This design comes from an exercise in tuning for small area, a short achievable clock period and few clock cycles per item on the open sky130 flow, not from production work. In this exercise RTL edits were held to simulation tests only and were not proved equivalent to the original.

## design.v

```verilog
`default_nettype none
package ssps_pkg;
  localparam int ADDR_BITS = 24;
  localparam int FRAC_BITS = 16;
  localparam int POS_W     = ADDR_BITS + 1;
  localparam int DELTA_W   = 32;
  localparam int Y_W       = 28;    
  localparam int SMP_W     = 16;
  localparam int VOL_W     = 9;
  localparam int VAL_W     = 8;
  localparam int ROW_W     = 12;
  localparam int BASE_W    = 10;
  localparam int CFG_W     = 32;
  localparam int IDX_W     = 3;
  localparam int IN_W      = 48;
  localparam int OUT_W     = 48;
  localparam int WD_W      = 26;    
  typedef enum logic [IDX_W-1:0] {
    CFG_LOOP_MODE    = 3'd0,
    CFG_WIDE_SAMPLES = 3'd1,
    CFG_VOLUME       = 3'd2,
    CFG_SAMPLE_END   = 3'd3,
    CFG_LOOP_BEGIN   = 3'd4,
    CFG_LOOP_SPAN    = 3'd5,
    CFG_STEP_DELTA   = 3'd6,
    CFG_BASELINE_ROW = 3'd7
  } cfg_idx_e;
  typedef enum logic [1:0] {
    PR_IDLE = 2'd0,
    PR_A    = 2'd1,
    PR_DIV  = 2'd2,
    PR_RS   = 2'd3
  } prep_e;
  typedef enum logic [2:0] {
    SL_IDLE = 3'd0,
    SL_P    = 3'd1,
    SL_B    = 3'd2,
    SL_E    = 3'd3,
    SL_DIV  = 3'd4,
    SL_AP   = 3'd5,
    SL_CV   = 3'd6
  } slow_e;
endpackage
`default_nettype wire
`default_nettype none
import ssps_pkg::*;
module sample_scope_position_stepper (
  input  wire logic                        clk_i,
  input  wire logic                        rst_ni,
  input  wire logic                        cfg_valid_i,
  output logic                             cfg_ready_o,
  input  wire logic [ssps_pkg::IDX_W-1:0]  cfg_index_i,
  input  wire logic [ssps_pkg::CFG_W-1:0]  cfg_data_i,
  input  wire logic                        s_axis_tvalid_i,
  output logic                             s_axis_tready_o,
  input  wire logic [ssps_pkg::IN_W-1:0]   s_axis_tdata_i,
  input  wire logic                        s_axis_tuser_i,
  output logic                             m_axis_tvalid_o,
  input  wire logic                        m_axis_tready_i,
  output logic [ssps_pkg::OUT_W-1:0]       m_axis_tdata_o
);
  logic [1:0]           mode_q;
  logic                 wide_q;
  logic [VOL_W-1:0]     vol_q;
  logic [POS_W-1:0]     end_q;
  logic [ADDR_BITS-1:0] beg_q;
  logic [POS_W-1:0]     span_q;
  logic [DELTA_W-1:0]   delta_q;
  logic [BASE_W-1:0]    base_row_q;
  logic wr_mode, wr_end, wr_beg, wr_span, wr_delta;
  assign cfg_ready_o = 1'b1;
  assign wr_mode  = cfg_valid_i && cfg_index_i == CFG_LOOP_MODE;
  assign wr_end   = cfg_valid_i && cfg_index_i == CFG_SAMPLE_END;
  assign wr_beg   = cfg_valid_i && cfg_index_i == CFG_LOOP_BEGIN;
  assign wr_span  = cfg_valid_i && cfg_index_i == CFG_LOOP_SPAN;
  assign wr_delta = cfg_valid_i && cfg_index_i == CFG_STEP_DELTA;
  logic signed [Y_W-1:0] e_s, b_s, s_s, d_s;
  logic [FRAC_BITS-1:0]  dfrac;
  logic                  sge2;
  assign e_s   = Y_W'(end_q);
  assign b_s   = Y_W'(beg_q);
  assign s_s   = Y_W'(span_q);
  assign d_s   = Y_W'(delta_q[DELTA_W-1:FRAC_BITS]);
  assign dfrac = delta_q[FRAC_BITS-1:0];
  assign sge2  = |span_q[POS_W-1:1];
  logic [POS_W-1:0]      r0_q;      
  logic signed [Y_W-1:0] rs_q;      
  logic                  exact_q;   
  logic                  nr_q, nex_q, ncv_q;    
  logic            in_user;
  logic [WD_W-1:0] in_start;
  assign in_user  = s_axis_tuser_i;
  assign in_start = s_axis_tdata_i[WD_W-1:0];
  logic signed [Y_W-1:0] y_q, y_d;
  logic                  raw_q, raw_d;    
  logic                  back_q, back_d;
  logic                  act_q, act_d;
  logic [FRAC_BITS-1:0]  frac_q, frac_d;
  logic                  cy_q, cy_d;      
  logic                  b_v_q, b_v_d;
  logic [15:0]           psum_q, pcar_q;    
  logic                  pc8_q;             
  logic                  vact_q;
  logic                  o_v_q;
  logic [POS_W+1:0]      pos_q;    
  logic [VAL_W-1:0]      oval_q;
  logic [ROW_W-1:0]      orow_q;
  logic                  oback_q, oact_q;
  logic                  c_free, c_load;
  assign c_free = !o_v_q || m_axis_tready_i;
  assign c_load = b_v_q && c_free;
  ssps_pkg::prep_e pr_q;
  ssps_pkg::prep_e pr_d;
  ssps_pkg::slow_e sl_q;
  ssps_pkg::slow_e sl_d;
  logic signed [Y_W-1:0] ps_q, ps_d;
  logic                  fwdres_q, fwdres_d;
  logic [POS_W-1:0]      rem_q, rem_d;
  logic [4:0]            cnt_q, cnt_d;
  logic [POS_W-1:0]      r0_d;
  logic signed [Y_W-1:0] rs_d;
  logic                  exact_d, nr_d, nex_d, ncv_d;
  logic b_free, prep_busy, can_proc, proc_start, proc_col;
  assign prep_busy  = nr_q || nex_q || ncv_q;
  assign b_free     = !b_v_q || c_free;
  assign s_axis_tready_o = b_free && (sl_q == SL_IDLE) && (!in_user || !prep_busy);
  assign can_proc   = s_axis_tvalid_i && s_axis_tready_o;
  assign proc_start = can_proc && !in_user;
  assign proc_col   = can_proc && in_user;
  logic dir;
  assign dir = back_q && mode_q[1];
  logic signed [Y_W-1:0] x, ys, yr, yg, wsel;
  logic bnc, win, sat, fast, wrap_ok;
  logic [Y_W:0] x_w, yr_w, yg_w;
  assign x_w  = {y_q, 1'b1} + {d_s, cy_q};
  assign yr_w = {y_q, 1'b1} + {Y_W'(r0_q), cy_q};
  assign yg_w = {y_q, 1'b1} + {rs_q, cy_q};
  assign x    = x_w[Y_W:1];
  assign ys   = y_q + s_s;
  assign yr   = yr_w[Y_W:1];
  assign yg   = yg_w[Y_W:1];
  assign bnc  = !x[Y_W-1];
  assign win  = (!ys[Y_W-1] && y_q[Y_W-1]) || (y_q == '0 && yg[Y_W-1]);
  assign sat  = y_q[Y_W-2] && !y_q[Y_W-1];
  assign wsel = yr[Y_W-1] ? yr : yg;
  assign wrap_ok = win && exact_q;
  always_comb begin
    if (mode_q == 2'd0)  fast = 1'b1;
    else if (!dir)       fast = !bnc || (wrap_ok && sge2);
    else                 fast = wrap_ok && (sge2 || !bnc);
  end
  localparam int NSRC = 9;
  localparam int S_Y = 0, S_POS = 1, S_PS = 2, S_REM = 3, S_TRIAL = 4, S_D = 5, S_R0 = 6, S_E = 7,
                 S_PSC = 8;
  localparam int G_CONV = NSRC, G_SUBS = NSRC + 1, G_DDIR = NSRC + 2, G_DONE = NSRC + 3,
                 G_AP = NSRC + 4, G_W = NSRC + 5;
  logic [G_W-1:0] gop_q, gop_d, gop;
  logic signed [Y_W-1:0] ga_a, ga_b, ga_s;
  logic [Y_W:0]          ga_w;
  logic                  ga_d, ga_ci;
  logic [POS_W-1:0]      pos_cl, ps_cl;
  logic [POS_W:0]        trial;
  logic                  ga_c_op;
  assign trial   = {rem_q, ps_q[Y_W-1]};
  assign ga_c_op = b_v_q && !raw_q;    
  assign gop = gop_q;
  always_comb begin
    ga_a = '0;
    if (gop[S_Y])     ga_a = ga_a | y_q;
    if (gop[S_POS])   ga_a = ga_a | Y_W'(pos_cl);
    if (gop[S_PS])    ga_a = ga_a | ps_q;
    if (gop[S_PSC])   ga_a = ga_a | Y_W'(ps_cl);
    if (gop[S_REM])   ga_a = ga_a | Y_W'(rem_q);
    if (gop[S_TRIAL]) ga_a = ga_a | Y_W'(trial);
    if (gop[S_D])     ga_a = ga_a | d_s;
    if (gop[S_R0])    ga_a = ga_a | Y_W'(r0_q);
    if (gop[S_E])     ga_a = ga_a | e_s;
    ga_d  = (gop[G_DDIR] && dir) || gop[G_DONE] || (gop[G_AP] && !fwdres_q);
    if (gop[G_SUBS])      ga_b = ~s_s;
    else if (gop[G_AP])   ga_b = fwdres_q ? b_s : e_s;
    else if (ga_d)        ga_b = b_s;
    else if (gop[G_CONV]) ga_b = ~e_s;
    else                  ga_b = e_s;
    ga_ci = gop[G_SUBS] || (gop[G_CONV] && !ga_d);
  end
  assign ga_w = {ga_a ^ {Y_W{ga_d && !gop[G_SUBS]}}, 1'b1} + {ga_b, ga_ci};
  assign ga_s = ga_w[Y_W:1];
  always_comb begin
    pos_cl = (|pos_q[POS_W+1:POS_W]) ? '1 : pos_q[POS_W-1:0];
    if (ps_q[Y_W-1])             ps_cl = '0;
    else if (|ps_q[Y_W-2:POS_W]) ps_cl = '1;
    else                         ps_cl = ps_q[POS_W-1:0];
  end
  localparam int PW = 24;
  logic [SMP_W-1:0] smp;
  logic [PW-1:0]    pp [VOL_W];
  assign smp = s_axis_tdata_i[ADDR_BITS+2 +: SMP_W];
  assign pp[0] = PW'({~(vol_q[0] & smp[SMP_W-1]), vol_q[0] & smp[SMP_W-1],
                      {(SMP_W-1){vol_q[0]}} & smp[SMP_W-2:0]});
  for (genvar i = 1; i < VOL_W; i++) begin : g_pp
    assign pp[i] = PW'({~(vol_q[i] & smp[SMP_W-1]), {(SMP_W-1){vol_q[i]}} & smp[SMP_W-2:0]}) << i;
  end
  function automatic logic [2*PW-1:0] csa(input logic [PW-1:0] a, input logic [PW-1:0] b,
                                          input logic [PW-1:0] c);
    csa = {((a & b) | (a & c) | (b & c)) << 1, a ^ b ^ c};
  endfunction
  logic [2*PW-1:0] t1, t2, t3, t4, t5, t6, t7;
  assign t1 = csa(pp[0], pp[1], pp[2]);
  assign t2 = csa(pp[3], pp[4], pp[5]);
  assign t3 = csa(pp[6], pp[7], pp[8]);
  assign t4 = csa(t1[PW-1:0], t1[2*PW-1:PW], t2[PW-1:0]);
  assign t5 = csa(t2[2*PW-1:PW], t3[PW-1:0], t3[2*PW-1:PW]);
  assign t6 = csa(t4[PW-1:0], t4[2*PW-1:PW], t5[PW-1:0]);
  assign t7 = csa(t6[PW-1:0], t6[2*PW-1:PW], t5[2*PW-1:PW]);
  logic [8:0] plo;
  assign plo = {1'b0, t7[7:0]} + {1'b0, t7[PW+7:PW]};
  logic [16:0]      phi;
  logic [VAL_W-1:0] vraw;
  assign phi  = {psum_q, 1'b1} + {pcar_q, pc8_q};
  assign vraw = wide_q ? phi[16:9] : phi[8:1];
  logic [FRAC_BITS:0] fsum;
  logic               fits;
  logic [POS_W-1:0]   rem_step;
  logic               skip;
  ssps_pkg::slow_e    sl_n;    
  assign fits     = !ga_s[Y_W-1];
  assign rem_step = fits ? ga_s[POS_W-1:0] : trial[POS_W-1:0];
  assign skip     = (rem_q == '0) && (ps_q[Y_W-1 -: 4] == 4'd0) && (cnt_q >= 5'd4);
  always_comb begin
    y_d      = y_q;
    raw_d    = raw_q;
    back_d   = back_q;
    act_d    = act_q;
    frac_d   = frac_q;
    b_v_d    = b_v_q && !c_free;
    pr_d     = pr_q;
    sl_n     = sl_q;
    ps_d     = ps_q;
    fwdres_d = fwdres_q;
    rem_d    = rem_q;
    cnt_d    = cnt_q;
    r0_d     = r0_q;
    rs_d     = rs_q;
    exact_d  = exact_q;
    nr_d     = nr_q;
    nex_d    = nex_q;
    ncv_d    = ncv_q;
    if (ga_c_op) begin
    end else if (sl_q != SL_IDLE) begin
      case (sl_q)
        SL_P: begin
          ps_d = ga_s;
          sl_n = dir ? SL_B : SL_E;
        end
        SL_B: begin
          if (!ga_s[Y_W-1]) begin
            back_d   = 1'b0;
            fwdres_d = 1'b1;
            ps_d     = {ga_s[Y_W-3:0], 2'b00};
            rem_d    = '0;
            cnt_d    = 5'd26;
            sl_n     = sge2 ? SL_DIV : SL_AP;
          end else begin
            sl_n = SL_E;
          end
        end
        SL_E: begin
          if (!ga_s[Y_W-1]) begin
            if (mode_q[1]) back_d = 1'b1;
            fwdres_d = !mode_q[1];
            ps_d     = {ga_s[Y_W-3:0], 2'b00};
            rem_d    = '0;
            cnt_d    = 5'd26;
            sl_n     = sge2 ? SL_DIV : SL_AP;
          end else begin
            sl_n = SL_CV;
          end
        end
        SL_DIV: begin
          if (skip) begin
            ps_d  = ps_q <<< 4;
            cnt_d = cnt_q - 5'd4;
          end else begin
            rem_d = rem_step;
            ps_d  = ps_q <<< 1;
            cnt_d = cnt_q - 5'd1;
            if (cnt_q == 5'd1) sl_n = SL_AP;
          end
        end
        SL_AP: begin
          ps_d = ga_s;
          sl_n = SL_CV;
        end
        default: begin
          y_d   = ga_s;
          b_v_d = 1'b1;
          sl_n  = SL_IDLE;
        end
      endcase
    end else if (nr_q) begin
      case (pr_q)
        PR_DIV: begin
          if (skip) begin
            ps_d  = ps_q <<< 4;
            cnt_d = cnt_q - 5'd4;
          end else begin
            rem_d = rem_step;
            ps_d  = ps_q <<< 1;
            cnt_d = cnt_q - 5'd1;
            if (cnt_q == 5'd1) begin
              r0_d = rem_step;
              pr_d = PR_RS;
            end
          end
        end
        PR_RS: begin
          rs_d = ga_s;
          nr_d = 1'b0;
          pr_d = PR_IDLE;
        end
        default: begin
          rem_d = '0;
          ps_d  = {delta_q[DELTA_W-1:FRAC_BITS], 12'd0};
          cnt_d = 5'd16;
          if (sge2 && !ga_s[Y_W-1]) begin
            pr_d = PR_DIV;
          end else begin
            r0_d = POS_W'(delta_q[DELTA_W-1:FRAC_BITS]);
            pr_d = PR_RS;
          end
        end
      endcase
    end else if (nex_q) begin
      exact_d = (ga_s == b_s);
      nex_d   = 1'b0;
    end else if (ncv_q) begin
      y_d   = ga_s;
      raw_d = 1'b0;
      ncv_d = 1'b0;
    end
    sl_d = sl_n;
    if (proc_start) begin
      y_d    = Y_W'(in_start[ADDR_BITS-1:0]);
      raw_d  = 1'b1;
      ncv_d  = 1'b1;
      back_d = in_start[ADDR_BITS];
      act_d  = in_start[ADDR_BITS+1];
      frac_d = '0;
      b_v_d  = 1'b1;
    end else if (proc_col) begin
      frac_d = frac_q + dfrac;
      if (fast) begin
        b_v_d = 1'b1;
        if (mode_q == 2'd0) begin
          y_d = sat ? y_q : x;
          if (bnc) act_d = 1'b0;
        end else begin
          y_d = bnc ? wsel : x;
          if (bnc && mode_q[1]) back_d = !back_q;
        end
      end else begin
        y_d  = x;
        sl_d = SL_P;
      end
    end
    if (wr_span || wr_delta) begin
      nr_d = 1'b1;
      pr_d = PR_A;
    end
    if (wr_span || wr_beg || wr_end) nex_d = 1'b1;
    if (wr_mode || wr_beg || wr_end) ncv_d = 1'b1;
    fsum = {1'b0, frac_d} + {1'b0, dfrac};
    cy_d = fsum[FRAC_BITS];
    gop_d = '0;
    if (proc_col || (!raw_d && ((b_v_q && !c_free) || (sl_q == SL_CV && !ga_c_op)))) begin
      gop_d[S_Y]    = 1'b1;
      gop_d[G_DDIR] = 1'b1;
    end else case (sl_n)
      SL_B:   begin gop_d[S_PS] = 1'b1;    gop_d[G_CONV] = 1'b1; gop_d[G_DONE] = 1'b1; end
      SL_E:   begin gop_d[S_PS] = 1'b1;    gop_d[G_CONV] = 1'b1; end
      SL_DIV: begin gop_d[S_TRIAL] = 1'b1; gop_d[G_SUBS] = 1'b1; end
      SL_AP:  begin gop_d[S_REM] = 1'b1;   gop_d[G_AP] = 1'b1; end
      SL_CV:  begin gop_d[S_PSC] = 1'b1;   gop_d[G_CONV] = 1'b1; gop_d[G_DDIR] = 1'b1; end
      default: begin
        if (nr_d) begin
          gop_d[G_SUBS] = 1'b1;
          case (pr_d)
            PR_DIV:  gop_d[S_TRIAL] = 1'b1;
            PR_RS:   gop_d[S_R0] = 1'b1;
            default: gop_d[S_D] = 1'b1;
          endcase
        end else if (nex_d) begin
          gop_d[G_SUBS] = 1'b1;
          gop_d[S_E] = 1'b1;
        end else if (ncv_d) begin
          gop_d[G_CONV]  = 1'b1;
          gop_d[G_DDIR] = 1'b1;
          if (raw_d) gop_d[S_Y] = 1'b1;
          else       gop_d[S_POS] = 1'b1;
        end else begin
          gop_d[S_Y] = 1'b1;
          gop_d[G_DDIR]    = 1'b1;
        end
      end
    endcase
  end
  always_ff @(posedge clk_i or negedge rst_ni) begin
    if (!rst_ni) begin
      mode_q     <= '0;
      wide_q     <= 1'b0;
      vol_q      <= '0;
      end_q      <= '0;
      beg_q      <= '0;
      span_q     <= '0;
      delta_q    <= '0;
      base_row_q <= '0;
      y_q        <= '0;
      raw_q      <= 1'b0;
      back_q     <= 1'b0;
      act_q      <= 1'b0;
      frac_q     <= '0;
      cy_q       <= 1'b0;
      b_v_q      <= 1'b0;
      o_v_q      <= 1'b0;
      pos_q      <= '0;
      pr_q       <= PR_A;
      sl_q       <= SL_IDLE;
      nr_q       <= 1'b1;
      nex_q      <= 1'b1;
      ncv_q      <= 1'b0;
      gop_q      <= G_W'((1 << S_D) | (1 << G_SUBS));
    end else begin
      if (cfg_valid_i) begin
        case (cfg_index_i)
          CFG_LOOP_MODE:    mode_q     <= cfg_data_i[1:0];
          CFG_WIDE_SAMPLES: wide_q     <= cfg_data_i[0];
          CFG_VOLUME:       vol_q      <= cfg_data_i[VOL_W-1:0];
          CFG_SAMPLE_END:   end_q      <= cfg_data_i[POS_W-1:0];
          CFG_LOOP_BEGIN:   beg_q      <= cfg_data_i[ADDR_BITS-1:0];
          CFG_LOOP_SPAN:    span_q     <= cfg_data_i[POS_W-1:0];
          CFG_STEP_DELTA:   delta_q    <= cfg_data_i[DELTA_W-1:0];
          CFG_BASELINE_ROW: base_row_q <= cfg_data_i[BASE_W-1:0];
          default: ;
        endcase
      end
      y_q    <= y_d;
      raw_q  <= raw_d;
      back_q <= back_d;
      act_q  <= act_d;
      frac_q <= frac_d;
      cy_q   <= cy_d;
      b_v_q  <= b_v_d;
      pr_q   <= pr_d;
      sl_q   <= sl_d;
      nr_q   <= nr_d;
      nex_q  <= nex_d;
      ncv_q  <= ncv_d;
      gop_q  <= gop_d;
      if (c_load) begin
        o_v_q <= 1'b1;
        pos_q <= raw_q ? (POS_W+2)'(y_q[POS_W-1:0]) : ga_s[POS_W+1:0];
      end else if (m_axis_tready_i) begin
        o_v_q <= 1'b0;
      end
    end
  end
  always_ff @(posedge clk_i) begin
    if (can_proc) begin
      psum_q <= t7[PW-1:8];
      pcar_q <= t7[2*PW-1:PW+8];
      pc8_q  <= plo[8];
      vact_q <= in_user && act_q;
    end
    if (c_load) begin
      oval_q  <= vact_q ? vraw : '0;
      orow_q  <= ROW_W'(base_row_q) - ROW_W'($signed(vact_q ? vraw : '0));
      oback_q <= back_q;
      oact_q  <= act_q;
    end
    ps_q     <= ps_d;
    fwdres_q <= fwdres_d;
    rem_q    <= rem_d;
    cnt_q    <= cnt_d;
    r0_q     <= r0_d;
    rs_q     <= rs_d;
    exact_q  <= exact_d;
  end
  assign m_axis_tvalid_o = o_v_q;
  assign m_axis_tdata_o  = {2'b00, oback_q, oact_q,
                            (|pos_q[POS_W+1:ADDR_BITS]) ? {ADDR_BITS{1'b1}} : pos_q[ADDR_BITS-1:0],
                            orow_q, oval_q};
endmodule
`default_nettype wire
```

## run.sh

```bash
#!/bin/bash
# synth_recipe.tcl (not shown) runs the flow's synth.tcl, then flattens the netlist and writes it again
# the make line also repeats each setting of config.mk as NAME=value (left out here)
make -C /OpenROAD-flow-scripts/flow DESIGN_CONFIG=/design/flow/config.mk WORK_HOME=/design/flow/orfs CLKGATE_MAP_FILE= SYNTH_SCRIPT=/design/flow/synth_recipe.tcl finish
```

## config.mk

```make
export PLATFORM = sky130hd
export DESIGN_NAME = sample_scope_position_stepper
export DESIGN_NICKNAME = sample_scope_position_stepper
export VERILOG_FILES = /design/flow/design.v
export SDC_FILE = /design/flow/constraint.sdc
export NUM_CORES = 4
export LEC_CHECK = 0
export CAP_MARGIN = 20
export CORE_MARGIN = 2
export CORE_UTILIZATION = 40
export SETUP_SLACK_MARGIN = 2
export SLEW_MARGIN = 20
```

## constraint.sdc

```tcl
create_clock -name core_clock -period 7.0 [get_ports {clk_i}]
set_input_delay 1.4000 -clock core_clock [delete_from_list [all_inputs] [get_ports {clk_i}]]
set_output_delay 1.4000 -clock core_clock [all_outputs]
set_load 0.01 [all_outputs]
```

==> impl_metrics.yaml, run 1 <==
worst_setup_path:
  startpoint_type: "flop"
  required_ns: 7.52
  cpMostUsedCell: "buf_12"
  max_stage_delay_ns: 0.54
  endpoint_kind: "flop"
  path_max_fanout: 13
  crit_type: "flop to flop"
  crit_path_top_delay_cell: "dfrtp_4"
  path_cells: "buf_12, a222oi_1, and3_1, nand3_1, xor2_1, ha_1, o21a_1, o31a_1, o31ai_4, buf_4, a21oi_4, buf_4, a211oi_2, a211oi_4, buf_12, buf_12, o311a_1, a21oi_2, nand3_1, o32ai_1"
  arrival_ns: 5.40
  path_delay_family: "compound AO/OA/AOI/OAI gates"
  critPathBufInv: 5
logic_synthesis:
  synth_cells: 3370
  avgSynthCellArea_sq_um: 9.45
  ys_ff_latch: 395
  synthArstFlopShare: 0.572
  ys_types: 87
  synth-edff-count: 169
  synth-xor-area-share: 0.0566
  synth_ff_type: "dfrtp_1"
  synth_top_family_by_area: "compound AO/OA/AOI/OAI gates"
  yosys_warnings: 2
  synth-simple-area-share: 0.147
  synth_compound_area_frac: 0.191
  post_synth_mux_area_share: 0.0787
  synth_adder_area_share: 0.144
  yosysSeqAreaShare: 0.337
  synthesis.area_sq_um: 31800
timing:
  fin_crit_sh: 0.698
  tns_ns: 0
  setup_ws_ns: 2.12
  skew_ns: 0.0280
  slew_headroom: 0.226
  drv_slew: 0
  worst_slew_pin_slew_ns: 1.15
  hold_viol: 0
  fin_crit_ns: 4.88
  fmax_ghz: 0.205
  setup_viol: 0
  rsz0062_at_grt: "true"
clock_tree:
  cts_tree: "done"
  clkSinkCount: 395
  htreeDepth: 2
  path_clk_slew_ns: 0.06
  postCtsHoldBufs: 0
  clkLatencyLatePin_ns: 0.63
  clock_path_buffers: 3
  cts-root-buf: "clkbuf_16"
  tritoncts.num_buffers: 49
grt:
  antenna_found_initial: 4
  grt_overflow_total: 0
  grt_pass1_wl_mm: 165
  grt_pass1_vias: 26225
  grtUsageTotal: 0.263
  grt_max_degree: 121
place:
  hpwlAfterDp_mm: 81.5
  globalplace.congestion: 0.948
  portBuffers: 130
  pre_cts_ws_ns: 1.22
  placed_cells_incl_taps: 4430
drt:
  met3_length_mm: 8.37
  totalWireLength_mm: 110
  dr.pass1.iters: 6
  num_vias: 27244
  highest_layer: "met5"
  drt_first_iter_violations: 3016
  route.met2.wl_mm: 49.1
  wirelength_met1_mm: 46.9
  viasPerCell: 5.98
  drc: 0
  avgRoutedWirePerCell_microns: 24.0
  final_antenna_net_count: 0
floorplanning:
  core_area_sq_um: 78900
  io_pins: 140
  die_h_microns: 286
  num_rows: 103
  start_util: 0.404
  die_area_sq_um: 81900
  die_x_microns: 286
worst_hold_path:
  hp-class: "flop to flop"
flow_run:
  maxCapViolations: 0
layout:
  areaGrowthSynthToFinish_pct: 15.5
  nets: 3855
  drive_gt1_frac: 0.124
  layout.cells.non_filler: 4557
run_status:
  status: "finished clean"
path summary, 6_finish.rpt:
| check | from | endpoint | slack [ns] | depth (start not counted) |
|---|---|---|---|---|
| setup / recovery | gop_q[3]$_DFF_PN0_ | gop_q[4]$_DFF_PN0_ | 2.12 | 20 |
| hold / removal | act_q$_DFFE_PN0P_ | oact_q$_DFFE_PP_ | 0.48 | 0 |
| setup reg to reg | gop_q[3]$_DFF_PN0_ | gop_q[4]$_DFF_PN0_ | 2.12 | 20 |
| hold reg to reg | act_q$_DFFE_PN0P_ | oact_q$_DFFE_PP_ | 0.48 | 0 |
| max in group asynchronous | rst_ni | gop_q[6]$_DFF_PN0_ | 4.81 | 2 |
| min in group asynchronous | rst_ni | pos_q[21]$_DFFE_PN0P_ | 0.84 | 1 |
sequential cells by signal, indices dropped and copies added (netlist names), 3 cells and up:
| signal | cells |
|---|---|
| ps_q | 28 |
| orow_q | 12 |
| delta_q | 32 |
| pcar_q | 16 |
| frac_q | 16 |
| vol_q | 9 |
| gop_q | 13 |
| end_q | 25 |
| beg_q | 24 |
| y_q | 28 |
| cnt_q | 5 |
| psum_q | 16 |
| sl_q | 3 |
| rem_q | 25 |
| r0_q | 25 |
| oval_q | 8 |
| rs_q | 28 |
| pos_q | 27 |
| span_q | 25 |
| base_row_q | 10 |
through the flow:
stage,hold WS (ns),area [sq um],utilization
finish,0.478,36800,0.466
floorplan,0.440,32000,-
global placement,0.470,34300,0.435
detailed placement,0.478,34300,0.435
global route,0.526,36800,0.466
CTS,0.491,36300,0.460
synth_stat cells (30+ instances only):
library cell  instances  area share
a211oi_1             84       0.020
and3_1               45      0.0088
nand3_1              60      0.0094
a22oi_1              55       0.013
fa_1                107       0.067
xor2_1               72       0.020
dfrtp_1             221        0.17
mux2i_1              76       0.024
o21a_1               30      0.0071
and2_1              138       0.027
nand2_1             227       0.027
xnor2_1             121       0.033
inv_1               181       0.021
nor2_1              236       0.028
nor3_1               44      0.0069
nand4_1              30      0.0059
o21ai_0             210       0.033
mux2_2              155       0.055
a21oi_1             221       0.035
edfxtp_1            169        0.16
or3_1                36      0.0071
clkbuf_1            163       0.019
a21o_1               64       0.015
ha_1                196       0.077
metal layers:
layer  vias up  track usage
li1      12464            -
met1     13282        0.363
met2      1216        0.415
met3       280       0.0407
met4         2        0.105
met5         -            0
placed cells by master, fill, tap and decap left out, drive strengths merged, types with 25 or more instances in the layout:
master	instances
a211oi	85
and3	46
a31oi	25
nor3	45
or3	36
and2	139
buf	99
nand2b	28
xor2	72
mux2i	76
o21ai	217
dfrtp	221
inv	183
mux2	155
edfxtp	169
a22oi	55
a21o	64
ha	196
xnor2	121
nand3	60
o21a	30
clkbuf	64
nand4	30
fa	107
a21oi	222
nor4	26
nor2	236
nand2	227
clkdlybuf4s50	129
nor2b	27
area by class of cell:
| cell class | instances | area [sq um] |
|---|---|---|
| fillers | 7542 | 42100 |
| diodes | 3 | 7.51 |
| multi-input cells | 2602 | 20000 |
| clock inverters | 31 | 423 |
| well taps | 1050 | 1310 |
| inverters | 183 | 687 |
| clock buffers | 61 | 1340 |
| flip-flops and latches | 395 | 10800 |
| repair buffers | 232 | 2250 |
logic make-up after synthesis:
group           count (synthesis)
compound gates                926
xor+xnor                      198
fa+ha+maj                     303
buf+inv                       374
flops                         395
mux                           231
other cells                     2
simple gates                  941
what timing repair did:
| action | in CTS | in global routing |
|---|---|---|
| resized for setup | 23 | 58 |
| setup endpoints to repair | 164 | 151 |
| pin swaps | 5 | 21 |
| cloned | 1 | 3 |
| buffers inserted | 6 | 22 |
Testbench counts, summed over its fixed seeds: cycles 4,885, items 3,802.
==> run 2, diff against run 1 <==
--- a/design.v
+++ b/design.v
@@ -149,9 +149,8 @@
     else if (!dir)       fast = !bnc || (wrap_ok && sge2);
     else                 fast = wrap_ok && (sge2 || !bnc);
   end
-  localparam int NSRC = 9;
-  localparam int S_Y = 0, S_POS = 1, S_PS = 2, S_REM = 3, S_TRIAL = 4, S_D = 5, S_R0 = 6, S_E = 7,
-                 S_PSC = 8;
+  localparam int NSRC = 7;
+  localparam int S_Y = 0, S_POS = 1, S_PS = 2, S_REM = 3, S_TRIAL = 4, S_E = 5, S_PSC = 6;
   localparam int G_CONV = NSRC, G_SUBS = NSRC + 1, G_DDIR = NSRC + 2, G_DONE = NSRC + 3,
                  G_AP = NSRC + 4, G_W = NSRC + 5;
   logic [G_W-1:0] gop_q, gop_d, gop;
@@ -172,8 +171,6 @@
     if (gop[S_PSC])   ga_a = ga_a | Y_W'(ps_cl);
     if (gop[S_REM])   ga_a = ga_a | Y_W'(rem_q);
     if (gop[S_TRIAL]) ga_a = ga_a | Y_W'(trial);
-    if (gop[S_D])     ga_a = ga_a | d_s;
-    if (gop[S_R0])    ga_a = ga_a | Y_W'(r0_q);
     if (gop[S_E])     ga_a = ga_a | e_s;
     ga_d  = (gop[G_DDIR] && dir) || gop[G_DONE] || (gop[G_AP] && !fwdres_q);
     if (gop[G_SUBS])      ga_b = ~s_s;
@@ -297,6 +294,9 @@
           sl_n  = SL_IDLE;
         end
       endcase
+    end else if (nex_q) begin
+      exact_d = (ga_s == b_s);
+      nex_d   = 1'b0;
     end else if (nr_q) begin
       case (pr_q)
         PR_DIV: begin
@@ -319,20 +319,19 @@
           pr_d = PR_IDLE;
         end
         default: begin
-          rem_d = '0;
           ps_d  = {delta_q[DELTA_W-1:FRAC_BITS], 12'd0};
           cnt_d = 5'd16;
           if (sge2 && !ga_s[Y_W-1]) begin
-            pr_d = PR_DIV;
+            rem_d = '0;
+            pr_d  = PR_DIV;
           end else begin
-            r0_d = POS_W'(delta_q[DELTA_W-1:FRAC_BITS]);
-            pr_d = PR_RS;
+            r0_d = rem_q;
+            rs_d = ga_s;
+            nr_d = 1'b0;
+            pr_d = PR_IDLE;
           end
         end
       endcase
-    end else if (nex_q) begin
-      exact_d = (ga_s == b_s);
-      nex_d   = 1'b0;
     end else if (ncv_q) begin
       y_d   = ga_s;
       raw_d = 1'b0;
@@ -364,8 +363,9 @@
       end
     end
     if (wr_span || wr_delta) begin
-      nr_d = 1'b1;
-      pr_d = PR_A;
+      nr_d  = 1'b1;
+      pr_d  = PR_A;
+      rem_d = POS_W'(wr_delta ? cfg_data_i[DELTA_W-1:FRAC_BITS] : delta_q[DELTA_W-1:FRAC_BITS]);
     end
     if (wr_span || wr_beg || wr_end) nex_d = 1'b1;
     if (wr_mode || wr_beg || wr_end) ncv_d = 1'b1;
@@ -382,16 +382,15 @@
       SL_AP:  begin gop_d[S_REM] = 1'b1;   gop_d[G_AP] = 1'b1; end
       SL_CV:  begin gop_d[S_PSC] = 1'b1;   gop_d[G_CONV] = 1'b1; gop_d[G_DDIR] = 1'b1; end
       default: begin
-        if (nr_d) begin
+        if (nex_d) begin
+          gop_d[G_SUBS] = 1'b1;
+          gop_d[S_E] = 1'b1;
+        end else if (nr_d) begin
           gop_d[G_SUBS] = 1'b1;
           case (pr_d)
             PR_DIV:  gop_d[S_TRIAL] = 1'b1;
-            PR_RS:   gop_d[S_R0] = 1'b1;
-            default: gop_d[S_D] = 1'b1;
+            default: gop_d[S_REM] = 1'b1;    
           endcase
-        end else if (nex_d) begin
-          gop_d[G_SUBS] = 1'b1;
-          gop_d[S_E] = 1'b1;
         end else if (ncv_d) begin
           gop_d[G_CONV]  = 1'b1;
           gop_d[G_DDIR] = 1'b1;
@@ -414,7 +413,6 @@
       span_q     <= '0;
       delta_q    <= '0;
       base_row_q <= '0;
-      y_q        <= '0;
       raw_q      <= 1'b0;
       back_q     <= 1'b0;
       act_q      <= 1'b0;
@@ -427,8 +425,9 @@
       sl_q       <= SL_IDLE;
       nr_q       <= 1'b1;
       nex_q      <= 1'b1;
-      ncv_q      <= 1'b0;
-      gop_q      <= G_W'((1 << S_D) | (1 << G_SUBS));
+      ncv_q      <= 1'b1;    
+      rem_q      <= '0;
+      gop_q      <= G_W'((1 << S_E) | (1 << G_SUBS));
     end else begin
       if (cfg_valid_i) begin
         case (cfg_index_i)
@@ -443,7 +442,6 @@
           default: ;
         endcase
       end
-      y_q    <= y_d;
       raw_q  <= raw_d;
       back_q <= back_d;
       act_q  <= act_d;
@@ -455,6 +453,7 @@
       nr_q   <= nr_d;
       nex_q  <= nex_d;
       ncv_q  <= ncv_d;
+      rem_q  <= rem_d;
       gop_q  <= gop_d;
       if (c_load) begin
         o_v_q <= 1'b1;
@@ -479,9 +478,9 @@
     end
     ps_q     <= ps_d;
     fwdres_q <= fwdres_d;
-    rem_q    <= rem_d;
     cnt_q    <= cnt_d;
     r0_q     <= r0_d;
+    y_q      <= y_d;
     rs_q     <= rs_d;
     exact_q  <= exact_d;
   end
--- a/config.mk
+++ b/config.mk
@@ -5,8 +5,8 @@
 export SDC_FILE = /design/flow/constraint.sdc
 export NUM_CORES = 4
 export LEC_CHECK = 0
-export CAP_MARGIN = 20
+export CAP_MARGIN = 5
 export CORE_MARGIN = 2
-export CORE_UTILIZATION = 40
+export CORE_UTILIZATION = 60
 export SETUP_SLACK_MARGIN = 2
-export SLEW_MARGIN = 20
+export SLEW_MARGIN = 5
==> run 2 against run 1 <==
  * Synthesized area fell by 1.2%
  * Flip-flop and latch count fell by 1
  * Final cell count fell by 8.4%
  * Critical path depth fell by 2
  * Sequential share of layout area rose by 0.63 points
==> impl_metrics.yaml, run 2 <==
grt:
  grt_pass1_wl_mm: 167
  antenna_found_initial: 8
  grtUsageTotal: 0.413
  grt_overflow_total: 0
  grt_pass1_vias: 27213
  grt_max_degree: 172
logic_synthesis:
  yosysMostFrequentCell: "nand2_1"
  yosys_warnings: 2
  synthArstFlopShare: 0.563
  yosysSeqAreaShare: 0.340
  synth.largest_area_cell: "dfrtp_1"
  ys_ff_latch: 394
  synth_top_area_share: 0.172
  synth_ff_type: "dfrtp_1"
  synthesis.area_sq_um: 31500
  avgSynthCellArea_sq_um: 9.47
  ys_types: 95
  synth_cells: 3320
  synth.top_cells.by_count: "nand2_1, o21ai_0, dfrtp_1"
  synth_area_leaders: "dfrtp_1, edfxtp_1, ha_1"
  synth-edff-count: 168
worst_setup_path:
  startpoint_type: "flop"
  cp-startpoint: "pos_q[25]$_DFFE_PN0P_"
  arrival_ns: 5.51
  cpMostUsedCell: "o21ai_4"
  endpoint_kind: "flop"
  crit_path_top_delay_cell: "dfrtp_1"
  required_ns: 7.47
  critPathBufInv: 2
  crit_type: "flop to flop"
  timing.rr.start: "pos_q[25]$_DFFE_PN0P_"
  path_cells: "or2_4, o21ai_0, nand3_1, xor2_1, ha_2, nand4_1, nor3_2, o21ai_4, a211oi_2, buf_4, nor3_4, buf_12, o21ai_4, a21boi_2, o21ai_2, or3b_4, or3b_1, a221oi_2"
  max_stage_delay_ns: 0.45
  path_max_fanout: 25
  path_delay_family: "simple AND/OR/NAND/NOR gates"
clock_tree:
  tritoncts.num_buffers: 46
  postCtsHoldBufs: 0
  cts_tree: "done"
  cts-root-buf: "clkbuf_16"
  clkSinkCount: 394
  clock_path_buffers: 3
  clkLatencyLatePin_ns: 0.62
  path_clk_slew_ns: 0.06
  htreeDepth: 2
layout:
  largest_reg_flops: 32
  drive_gt1_frac: 0.131
  top_register: "delta_q"
  final_common_cell: "nand2_1"
  fin_area_sq_um: 35800
  nets: 3843
  most-common-layout-cells: "nand2_1, o21ai_0, dfrtp_1"
  utilization: 0.695
  areaGrowthSynthToFinish_pct: 14.0
timing:
  skew_ns: 0.0438
  rsz0062_at_grt: "true"
  setup_viol: 0
  tns_ns: 0
  slew_headroom: 0.156
  hold_viol: 0
  drv_slew: 0
  fin_crit_ns: 5.04
  worst_slew_pin_slew_ns: 1.26
  worst_hold_slack_ns: 0.505
  fmax_ghz: 0.198
  fin_crit_sh: 0.720
run_status:
  status: "finished clean"
floorplanning:
  num_rows: 83
  die_h_microns: 233
  die_x_microns: 233
  start_util: 0.609
  core_area_sq_um: 51600
  io_pins: 140
  die_area_sq_um: 54300
place:
  hpwlAfterDp_mm: 82.0
  globalplace.congestion: 1.02
  placed_cell_area_sq_um: 33600
  portBuffers: 130
worst_hold_path:
  hp-class: "flop to flop"
  hp-start: "pos_q[21]$_DFFE_PN0P_"
drt:
  final_antenna_net_count: 0
  totalWireLength_mm: 113
  viasPerCell: 6.78
  wirelength_met1_mm: 44.5
  route.met2.wl_mm: 47.9
  met3_length_mm: 15.0
  num_vias: 28312
  drc: 0
  avgRoutedWirePerCell_microns: 27.2
  drt_first_iter_violations: 3769
  highest_layer: "met5"
  dr.pass1.iters: 10
flow_run:
  maxCapViolations: 0
[run 2: final cells by class]
class	count	area, sq um
diodes	7	17.5
clock inverters	20	230
well taps	680	851
multi-input cells	2565	19700
repair buffers	248	2310
flip-flops and latches	394	10700
inverters	196	738
fillers	3999	15800
clock buffers	64	1290
[run 2: per-stage QoR]
step	worst slack, ns	instances
detailed placement	1.29	4043
finish	1.96	4174
global route	1.85	4168
global placement	1.37	4043
CTS	2.01	4146
floorplan	2.16	3321
[run 2: worst register-to-register path, delay by kind of cell (launching register included)]
kind	cells	cell delay, ns
compound gates	7	1.56
simple gates	7	1.98
fa+ha+maj	1	0.40
xor+xnor	1	0.19
flops	1	0.45
buf+inv	2	0.32
[run 2: layer usage]
metal  global-route usage  vias up
met5                    0        -
met4                0.185        2
met3                0.115      401
met2                0.598     1883
met1                0.577    13779
li1                     -    12247
[run 2: cells by family after synthesis]
kind of cell | Yosys count | synth area share
and+or+nand+nor | 925 | 0.145
AOI/OAI and AO/OA | 876 | 0.180
DFF | 394 | 0.340
buffers and inverters | 365 | 0.0457
adders and majority gates | 303 | 0.146
muxes | 242 | 0.0831
xor gates and xnor gates | 213 | 0.0600
other | 2 | 0.000239
[run 2: repair_timing]
item | in CTS | in global routing
setup endpoints to repair | 170 | 94
gates resized for setup | 29 | 67
pin swaps | 7 | 20
setup buffers | 18 | 18
gates cloned | 1 | 3
[run 2: path summary, 6_finish.rpt]
path / end / slack (ns) / depth (start not counted)
min in group asynchronous: base_row_q[8]$_DFFE_PN0P_ / 0.69 / 1
min reg2reg: pos_q[21]$_DFFE_PN0P_ / 0.51 / 2
max: gop_q[7]$_DFF_PN0_ / 1.96 / 18
min: pos_q[21]$_DFFE_PN0P_ / 0.51 / 2
max reg2reg: gop_q[7]$_DFF_PN0_ / 1.96 / 18
max in group asynchronous: pos_q[4]$_DFFE_PN0P_ / 4.84 / 2
Testbench counts of run 2, summed over its fixed seeds: cycles 4,821, items 3,802.
==> run 3, diff against run 2 <==
--- a/config.mk
+++ b/config.mk
@@ -5,8 +5,8 @@
 export SDC_FILE = /design/flow/constraint.sdc
 export NUM_CORES = 4
 export LEC_CHECK = 0
-export CAP_MARGIN = 5
+export CAP_MARGIN = 20
 export CORE_MARGIN = 2
-export CORE_UTILIZATION = 60
+export CORE_UTILIZATION = 40
 export SETUP_SLACK_MARGIN = 2
-export SLEW_MARGIN = 5
+export SLEW_MARGIN = 20
==> run 3 against run 2 <==
  * Utilization down 22 points
  * First-iteration DRC count down 21%
  * Design area up 1.7%
==> impl_metrics.yaml, run 3 <==
timing:
  slew_headroom: 0.231
  worst_slew_pin_slew_ns: 1.15
  setup_ws_ns: 2.12
  fin_crit_ns: 4.88
  tns_ns: 0
  hold_viol: 0
  drv_slew: 0
  skew_ns: 0.0374
  worst_hold_slack_ns: 0.503
  fin_crit_sh: 0.697
  setup_viol: 0
  rsz0062_at_grt: "true"
  fmax_ghz: 0.205
logic_synthesis:
  synth_top_family_by_area: "compound AO/OA/AOI/OAI gates"
  yosysSeqAreaShare: 0.340
  synth_ff_type: "dfrtp_1"
  synth-edff-count: 168
  synth-simple-area-share: 0.145
  yosysMostFrequentCell: "nand2_1"
  ys_ff_latch: 394
  synth_adder_area_share: 0.146
  synth_area_leaders: "dfrtp_1, edfxtp_1, ha_1"
  post_synth_mux_area_share: 0.0831
  yosys_warnings: 2
  synth_cells: 3320
  synthArstFlopShare: 0.563
  synthesis.area_sq_um: 31500
  synth_compound_area_frac: 0.180
  synth.largest_area_cell: "dfrtp_1"
  synth_top_area_share: 0.172
  synth-xor-area-share: 0.0600
  synth.top_cells.by_count: "nand2_1, o21ai_0, dfrtp_1"
  avgSynthCellArea_sq_um: 9.47
  ys_types: 95
worst_hold_path:
  hp-start: "act_q$_DFFE_PN0P_"
  whs_endpoint: "oact_q$_DFFE_PP_"
  hp-class: "flop to flop"
  hold_depth: 0
clock_tree:
  tritoncts.num_buffers: 48
  path_clk_slew_ns: 0.06
  cts_tree: "done"
  clkLatencyLatePin_ns: 0.63
  htreeDepth: 2
  clock_path_buffers: 3
  clkSinkCount: 394
  postCtsHoldBufs: 0
  cts-root-buf: "clkbuf_16"
layout:
  largest_reg_flops: 32
  fillers: 7411
  most-common-layout-cells: "nand2_1, o21ai_0, dfrtp_1"
  drive_gt1_frac: 0.132
  areaGrowthSynthToFinish_pct: 15.9
  top_register: "delta_q"
  nets: 3848
  final_common_cell: "nand2_1"
  layout.cells.non_filler: 4539
  utilization: 0.470
floorplanning:
  start_util: 0.405
  core_area_sq_um: 77600
  die_x_microns: 284
  io_pins: 140
  die_h_microns: 284
  die_area_sq_um: 80900
  num_rows: 102
worst_setup_path:
  path_cells: "buf_4, a222oi_1, inv_1, a221oi_2, nand3_1, xor2_2, ha_4, nand4_1, buf_4, o21ba_2, a211oi_2, buf_4, nor3_4, buf_12, or3_4, a31oi_2, nand2_1, nor2_1, o21ai_1, nor3b_1"
  startpoint_type: "flop"
  cp-startpoint: "gop_q[2]$_DFF_PN0_"
  reg2reg_slack_ns: 2.12
  path_max_fanout: 7
  r2r_end: "gop_q[1]$_DFF_PN0_"
  timing.rr.start: "gop_q[2]$_DFF_PN0_"
  path_delay_family: "compound AO/OA/AOI/OAI gates"
  crit_path_top_delay_cell: "dfrtp_2"
  critPathBufInv: 5
  max_stage_delay_ns: 0.47
  arrival_ns: 5.36
  cpMostUsedCell: "buf_4"
  crit_type: "flop to flop"
  endpoint_kind: "flop"
  rr_worst_depth: 20
  required_ns: 7.47
grt:
  grt_pass1_wl_mm: 166
  grtUsageTotal: 0.270
  grt_pass1_vias: 25766
  grt_max_degree: 128
  antenna_found_initial: 8
  grt_overflow_total: 0
drt:
  drt_first_iter_violations: 2989
  avgRoutedWirePerCell_microns: 24.6
  drc: 0
  final_antenna_net_count: 0
  dr.pass1.iters: 7
  num_vias: 26963
  viasPerCell: 5.94
  totalWireLength_mm: 112
place:
  globalplace.congestion: 0.980
  hpwlAfterDp_mm: 81.3
  placed_cells_incl_taps: 4409
  portBuffers: 130
  pre_cts_ws_ns: 1.25
run_status:
  status: "finished clean"
flow_run:
  maxCapViolations: 0
==> run 3: cells by family (layout without fill, tap and decap cells) <==
| logic type | count (synthesis) | after routing |
|---|---|---|
| simple gates | 925 | 925 |
| fa+ha+maj | 303 | 303 |
| xor+xnor | 213 | 213 |
| mux | 242 | 242 |
| flops | 394 | 394 |
| other cells | 2 | 6 |
| compound gates | 876 | 877 |
| buf+inv | 365 | 539 |
==> run 3: metrics by stage <==
step,instance area [sq um]
2_1_floorplan,31500
3_3_place_gp,34100
3_5_place_dp,34100
4_1_cts,35900
5_1_grt,36400
6_report,36400
==> run 3: repair_timing <==
item | CTS | global route
pin swaps | 5 | 27
setup endpoints to repair | 154 | 130
gates cloned | 1 | 3
resized for setup | 22 | 71
buffers inserted | 11 | 22
==> run 3: final cells by class <==
cell class | count | area, sq um | area share
diodes | 3 | 7.51 | 0.000206
well taps | 1040 | 1300 | 0.0357
repair buffers | 253 | 2370 | 0.0652
inverters | 196 | 743 | 0.0204
clock inverters | 23 | 251 | 0.00690
clock buffers | 67 | 1320 | 0.0363
multi-input cells | 2563 | 19700 | 0.542
flip-flops and latches | 394 | 10700 | 0.294
==> run 3: routing by layer <==
layer  wire length, microns  vias up  GRT usage
met5                     11        -          0
met4                   5180        2      0.111
met3                  11100      281     0.0634
met2                  47400     1252      0.399
met1                  48100    13171      0.378
li1                       -    12257          -
==> run 3: worst max path at each step <==
stage	slack (ns)	endpoint	cells past startpoint
global placement	1.29	exact_q$_DFFE_PP_	17
detailed placement	1.25	exact_q$_DFFE_PP_	17
floorplan	2.16	rs_q[0]$_DFFE_PP_	17
finish	2.12	gop_q[1]$_DFF_PN0_	20
CTS	1.97	exact_q$_DFFE_PP_	17
global route	1.90	gop_q[1]$_DFF_PN0_	20
==> run 4, diff against run 3 <==
--- a/design.v
+++ b/design.v
@@ -87,6 +87,7 @@
   logic signed [Y_W-1:0] rs_q;      
   logic                  exact_q;   
   logic                  nr_q, nex_q, ncv_q;    
+  logic                  ncmp_q, ncmp_d;        
   logic            in_user;
   logic [WD_W-1:0] in_start;
   assign in_user  = s_axis_tuser_i;
@@ -121,7 +122,7 @@
   logic signed [Y_W-1:0] rs_d;
   logic                  exact_d, nr_d, nex_d, ncv_d;
   logic b_free, prep_busy, can_proc, proc_start, proc_col;
-  assign prep_busy  = nr_q || nex_q || ncv_q;
+  assign prep_busy  = nr_q || nex_q || ncv_q || ncmp_q;
   assign b_free     = !b_v_q || c_free;
   assign s_axis_tready_o = b_free && (sl_q == SL_IDLE) && (!in_user || !prep_busy);
   assign can_proc   = s_axis_tvalid_i && s_axis_tready_o;
@@ -241,6 +242,7 @@
     exact_d  = exact_q;
     nr_d     = nr_q;
     nex_d    = nex_q;
+    ncmp_d   = 1'b0;
     ncv_d    = ncv_q;
     if (ga_c_op) begin
     end else if (sl_q != SL_IDLE) begin
@@ -295,8 +297,12 @@
         end
       endcase
     end else if (nex_q) begin
-      exact_d = (ga_s == b_s);
+      rs_d    = ga_s;
+      ncmp_d  = 1'b1;
       nex_d   = 1'b0;
+      nr_d    = 1'b1;
+      pr_d    = PR_A;
+      rem_d   = POS_W'(delta_q[DELTA_W-1:FRAC_BITS]);
     end else if (nr_q) begin
       case (pr_q)
         PR_DIV: begin
@@ -362,6 +368,7 @@
         sl_d = SL_P;
       end
     end
+    if (ncmp_q) exact_d = (rs_q == b_s);
     if (wr_span || wr_delta) begin
       nr_d  = 1'b1;
       pr_d  = PR_A;
@@ -425,6 +432,7 @@
       sl_q       <= SL_IDLE;
       nr_q       <= 1'b1;
       nex_q      <= 1'b1;
+      ncmp_q     <= 1'b0;
       ncv_q      <= 1'b1;    
       rem_q      <= '0;
       gop_q      <= G_W'((1 << S_E) | (1 << G_SUBS));
@@ -452,6 +460,7 @@
       sl_q   <= sl_d;
       nr_q   <= nr_d;
       nex_q  <= nex_d;
+      ncmp_q <= ncmp_d && !nex_d;
       ncv_q  <= ncv_d;
       rem_q  <= rem_d;
       gop_q  <= gop_d;
--- a/config.mk
+++ b/config.mk
@@ -8,5 +8,5 @@
 export CAP_MARGIN = 20
 export CORE_MARGIN = 2
 export CORE_UTILIZATION = 40
-export SETUP_SLACK_MARGIN = 2
+export SETUP_SLACK_MARGIN = 2.5
 export SLEW_MARGIN = 20
==> run 4 against run 3 <==
  * Wire length increased by 11%
  * Critical path depth is 2 lower
  * Synthesized cell count is 2.5% higher
  * Highest routed layer unchanged
  * Sequential share of layout area is 1.9 points lower
  * Worst setup slack gained 0.30 ns
  * Synthesized area is 1.9% higher
  * Maximum frequency rose by 6.5%
==> impl_metrics.yaml, run 4 <==
timing:
  drv_slew: 0
  fin_crit_sh: 0.655
  rsz0062_at_grt: "true"
  tns_ns: 0
  hold_viol: 0
  slew_headroom: 0.0918
  fmax_ghz: 0.218
  skew_ns: 0.0242
  worst_slew_pin_slew_ns: 1.35
  fin_crit_ns: 4.58
  setup_ws_ns: 2.42
  setup_viol: 0
drt:
  avgRoutedWirePerCell_microns: 26.4
  num_vias: 28734
  dr.pass1.iters: 9
  drt_first_iter_violations: 3604
  totalWireLength_mm: 124
  viasPerCell: 6.12
  final_antenna_net_count: 0
  drc: 0
worst_hold_path:
  hp-class: "flop to flop"
worst_setup_path:
  startpoint_type: "flop"
  path_max_fanout: 6
  arrival_ns: 5.13
  required_ns: 7.54
  endpoint_kind: "flop"
  crit_type: "flop to flop"
clock_tree:
  cts-root-buf: "clkbuf_16"
  postCtsHoldBufs: 0
  path_clk_slew_ns: 0.06
  cts_tree: "done"
  clkSinkCount: 395
  htreeDepth: 2
  clock_path_buffers: 3
  tritoncts.num_buffers: 48
  clkLatencyLatePin_ns: 0.63
floorplanning:
  core_area_sq_um: 79100
  die_x_microns: 287
  start_util: 0.405
  die_area_sq_um: 82400
  io_pins: 140
  die_h_microns: 287
  num_rows: 103
layout:
  top_register: "delta_q"
  areaGrowthSynthToFinish_pct: 21.9
  largest_reg_flops: 32
  layout.cells.non_filler: 4696
  drive_gt1_frac: 0.183
  nets: 3996
  most-common-layout-cells: "nand2_1, dfrtp_1, o21ai_0"
  final_common_cell: "nand2_1"
place:
  placed_cells_incl_taps: 4500
  hpwlAfterDp_mm: 89.4
  portBuffers: 130
  pre_cts_ws_ns: 1.58
  globalplace.congestion: 0.979
grt:
  grt_max_degree: 153
  use_met2: 0.440
  grtUsageTotal: 0.290
  grt_use_met3: 0.0569
  antenna_found_initial: 6
  grt_pass1_wl_mm: 179
  busiest_layer: "met2"
  use_met1: 0.385
  grt_pass1_vias: 27253
  grt_overflow_total: 0
flow_run:
  maxCapViolations: 0
logic_synthesis:
  synthArstFlopShare: 0.565
  ys_ff_latch: 395
  synth.top_cells.by_count: "o21ai_0, nand2_1, dfrtp_1"
  avgSynthCellArea_sq_um: 9.42
  synth-edff-count: 168
  yosysMostFrequentCell: "o21ai_0"
  yosysSeqAreaShare: 0.334
  yosys_warnings: 2
  synthesis.area_sq_um: 32000
  synth.largest_area_cell: "dfrtp_1"
  synth_top_area_share: 0.169
  synth_cells: 3402
  synth_area_leaders: "dfrtp_1, edfxtp_1, ha_1"
  ys_types: 86
  synth_ff_type: "dfrtp_1"
run_status:
  status: "finished clean"
[run 4: cell types whose count changed in the layout (fill, tap and decap cells not counted), moves of 15 or more]
cell     change
o21ai_1     +26
mux2i_1     -31
mux2i_4     +17
nand3_1     +15
buf_4       +32
a21oi_1     -29
buf_6       +16
nand2_1     -46
nor3_1      +18
a21o_1      +17
o21ai_0     -33
[run 4: area by class of cell]
cell class / count / area [sq um]
diodes: 2 / 5.00
clock buffers: 59 / 1380
clock inverters: 31 / 387
fillers: 7434 / 40100
inverters: 200 / 753
multi-input cells: 2637 / 21200
flip-flops and latches: 395 / 10700
well taps: 1050 / 1310
repair buffers: 322 / 3250
[run 4: path summary, 6_finish.rpt]
check                                        start                     to  slack (ns)  cells past startpoint
worst min-delay path             act_q$_DFFE_PN0P_       oact_q$_DFFE_PP_        0.48                      0
max in group asynchronous                   rst_ni    frac_q[7]$_DFF_PN0_        4.93                      2
worst max-delay path            gop_q[0]$_DFF_PN0_  rem_q[21]$_DFFE_PN0P_        2.42                     18
worst max register to register  gop_q[0]$_DFF_PN0_  rem_q[21]$_DFFE_PN0P_        2.42                     18
worst min register to register   act_q$_DFFE_PN0P_       oact_q$_DFFE_PP_        0.48                      0
min in group asynchronous                   rst_ni  end_q[20]$_DFFE_PN0P_        0.74                      1
[run 4: kinds of logic after synthesis]
family	synth area share
AND/OR/NAND/NOR	0.149
adder cells (fa/ha/maj)	0.143
multiplexers	0.0808
other	0.000234
XOR/XNOR	0.0552
AO/OA/AOI/OAI	0.192
buffers and inverters	0.0448
flip-flops	0.334
[run 4: routing by layer]
metal / share of wire / vias up
met5: 0.00010 / -
met4: 0.070 / 2
met3: 0.098 / 359
met2: 0.43 / 1515
met1: 0.40 / 14007
li1: - / 12851
[run 4: critical path, stage by stage (launching register included)]
cell,delay [ns]
dfrtp_4,0.57
buf_4,0.21
a222oi_1,0.22
inv_1,0.06
a221oi_1,0.24
nand3_1,0.13
xor2_1,0.17
ha_1,0.22
a21o_1,0.18
a21o_1,0.20
a21o_4,0.24
nor3_4,0.25
a211o_1,0.25
a31oi_4,0.14
buf_6,0.15
o31a_1,0.35
o21a_4,0.25
or4_1,0.54
a21oi_1,0.14
[run 4: per-stage QoR]
stage | cell area (sq um) | util | hold slack (ns)
after floorplan | 32300 | - | 0.440
after global placement | 34800 | 0.440 | 0.466
after detailed placement | 34800 | 0.440 | 0.471
after CTS | 37200 | 0.471 | 0.485
after global routing | 39000 | 0.493 | 0.504
final | 39100 | 0.494 | 0.483
[run 4: repair_timing]
item,4_1_cts,5_1_grt
pin swaps,24,104
gates cloned,3,10
setup buffers,39,52
resized for setup,82,266
endpoints found under the setup margin,215,197
Testbench counts of run 4, summed over its fixed seeds: cycles 4,821, items 3,802.
==> run 5, diff against run 4 <==
--- a/config.mk
+++ b/config.mk
@@ -8,5 +8,5 @@
 export CAP_MARGIN = 20
 export CORE_MARGIN = 2
 export CORE_UTILIZATION = 40
-export SETUP_SLACK_MARGIN = 2.5
+export SETUP_SLACK_MARGIN = 2
 export SLEW_MARGIN = 20
==> run 5 against run 4 <==
  * Still clean
  * Utilization fell by 2.8 points
  * Sequential share of layout area rose by 1.6 points
  * First-iteration DRC count fell by 15%
  * Critical path depth did not move
  * Global-route usage rose by 0.11 points
  * Critical path type unchanged
==> impl_metrics.yaml, run 5 <==
logic_synthesis:
  synth.top_cells.by_count: "o21ai_0, nand2_1, dfrtp_1"
  ys_types: 86
  avgSynthCellArea_sq_um: 9.42
  synth_ff_type: "dfrtp_1"
  synth-edff-count: 168
  synth_cells: 3402
  synth_top_area_share: 0.169
  ys_ff_latch: 395
  synthesis.area_sq_um: 32000
  yosys_warnings: 2
  synthArstFlopShare: 0.565
  yosysSeqAreaShare: 0.334
  yosysMostFrequentCell: "o21ai_0"
  synth.largest_area_cell: "dfrtp_1"
  synth_area_leaders: "dfrtp_1, edfxtp_1, ha_1"
timing:
  tns_ns: 0
  worst_slew_pin_slew_ns: 1.16
  rsz0062_at_grt: "true"
  worst_hold_slack_ns: 0.470
  slew_headroom: 0.219
  fin_crit_ns: 4.85
  fmax_ghz: 0.206
  fin_crit_sh: 0.694
  hold_viol: 0
  setup_viol: 0
  skew_ns: 0.0209
  drv_slew: 0
drt:
  avgRoutedWirePerCell_microns: 26.5
  viasPerCell: 6.13
  drt_first_iter_violations: 3052
  drc: 0
  final_antenna_net_count: 0
  dr.pass1.iters: 11
  totalWireLength_mm: 122
  num_vias: 28288
place:
  globalplace.congestion: 1.02
  placed_cell_area_sq_um: 34700
  hpwlAfterDp_mm: 89.3
  portBuffers: 130
layout:
  nets: 3915
  top_register: "delta_q"
  largest_reg_flops: 32
  most-common-layout-cells: "o21ai_0, nand2_1, dfrtp_1"
  drive_gt1_frac: 0.120
  areaGrowthSynthToFinish_pct: 15.1
  final_common_cell: "o21ai_0"
  fin_area_sq_um: 36900
clock_tree:
  htreeDepth: 2
  cts-root-buf: "clkbuf_16"
  cts_tree: "done"
  clkLatencyLatePin_ns: 0.61
  postCtsHoldBufs: 0
  tritoncts.num_buffers: 48
  clock_path_buffers: 3
  path_clk_slew_ns: 0.06
  clkSinkCount: 395
grt:
  grt_max_degree: 158
  grt_pass1_vias: 26771
  grtUsageTotal: 0.291
  antenna_found_initial: 6
  grt_pass1_wl_mm: 179
  grt_overflow_total: 0
worst_setup_path:
  path_max_fanout: 28
  startpoint_type: "flop"
  required_ns: 7.30
  crit_type: "flop to flop"
  endpoint_kind: "flop"
  arrival_ns: 5.16
floorplanning:
  die_x_microns: 287
  num_rows: 103
  die_area_sq_um: 82400
  io_pins: 140
  die_h_microns: 287
  start_util: 0.405
  core_area_sq_um: 79100
flow_run:
  maxCapViolations: 0
run_status:
  status: "finished clean"
worst_hold_path:
  hp-class: "flop to flop"
==> run 5: cell counts after synthesis <==
Identical to the previous run, type by type.
==> run 5: layer usage <==
| layer | track usage | part of all wire | up-vias |
|---|---|---|---|
| li1 | - | - | 12661 |
| met1 | 0.387 | 0.40 | 13741 |
| met2 | 0.444 | 0.43 | 1510 |
| met3 | 0.0574 | 0.095 | 372 |
| met4 | 0.164 | 0.071 | 4 |
| met5 | 0 | 0.00087 | - |
==> run 5: path summary, 6_finish.rpt <==
kind                                  startpoint                    end  slack [ns]  depth (start not counted)
max                        pos_q[26]$_DFFE_PN0P_      r0_q[0]$_DFFE_PP_        2.15                         18
min                            act_q$_DFFE_PN0P_       oact_q$_DFFE_PP_        0.47                          0
max reg2reg                pos_q[26]$_DFFE_PN0P_      r0_q[0]$_DFFE_PP_        2.15                         18
min reg2reg                    act_q$_DFFE_PN0P_       oact_q$_DFFE_PP_        0.47                          0
max in group asynchronous                 rst_ni   vol_q[6]$_DFFE_PN0P_        4.89                          2
min in group asynchronous                 rst_ni  rem_q[19]$_DFFE_PN0P_        0.73                          1
==> run 5: final cells by class <==
class,count,area (sq um)
Fill cell,7698,42300
Multi-Input combinational cell,2637,20200
Sequential cell,395,10700
Timing Repair Buffer,241,2260
Clock buffer,66,1410
Tap cell,1050,1310
Inverter,200,754
Clock inverter,23,225
Antenna cell,4,10.0
==> run 5: worst max-delay path, stage by stage, from the launching register on <==
cell        delay (ns)
dfrtp_1           0.39
or2_4             0.35
o21ai_0           0.63
nand3_1           0.18
xor2_1            0.18
ha_1              0.38
a21oi_2           0.30
o21ai_0           0.13
a21boi_0          0.21
o21ai_0           0.14
nand2_1           0.21
and4_4            0.31
nor2_4            0.06
clkinvlp_4        0.19
nor2_1            0.08
o21a_1            0.20
nor4b_4           0.20
buf_4             0.21
buf_12            0.17
==> run 5: timing repair <==
item                                    in CTS  in global routing
buffers inserted                             8                 20
pin swaps                                    3                  7
cloned                                       2                  1
gates resized for setup                     22                 31
endpoints found under the setup margin     148                161
==> run 5: per-stage QoR <==
step	std cells	util	setup WS [ns]
3_5_place_dp	4492	0.439	1.43
5_1_grt	4612	0.466	1.90
4_1_cts	4591	0.462	2.00
6_report	4616	0.466	2.15
3_3_place_gp	4492	0.439	1.50
2_1_floorplan	3403	-	2.04
==> run 5: cell families after synthesis <==
logic type      share of synthesized area
simple gates                        0.149
compound gates                      0.192
flops                               0.334
buf+inv                            0.0448
fa+ha+maj                           0.143
mux                                0.0808
xor+xnor                           0.0552
other cells                      0.000234

-- what the ideal ports hide --
In the flow no input, the clock included, has a driving cell. The finished layouts below were timed again as built, in two steps.
Step 1: set_driving_cell puts a clkbuf_16 on clk_i and a buf_2 on each other input, an assumption about the parent block.
Step 2 moves the port delays by t, midway between the first and last clock arrival at a register: inputs arrive t later, outputs are due t later. That takes back most of the time a late clock gives input paths.
Three values: no drivers, after step 1, after step 2; two values: the first two.
| run | shift t [ns] | slack for setup (ns) | latest minus earliest clock arrival (ns) |
|---|---|---|---|
| run 1 | 0.677 | 2.117 / 2.117 / 1.681 | 0.028 / 0.028 |
| run 2 | 0.663 | 1.962 / 1.962 / 1.542 | 0.044 / 0.044 |
| run 3 | 0.672 | 2.118 / 2.118 / 1.822 | 0.038 / 0.037 |
| run 4 | 0.683 | 2.416 / 2.416 / 1.891 | 0.025 / 0.024 |
| run 5 | 0.655 | 2.145 / 2.145 / 1.714 | 0.022 / 0.022 |
After both steps every run listed still meets setup and hold. For run 4, which loses most, drivers alone change the setup slack by 0.000 ns; drivers and shift together by -0.525 ns.
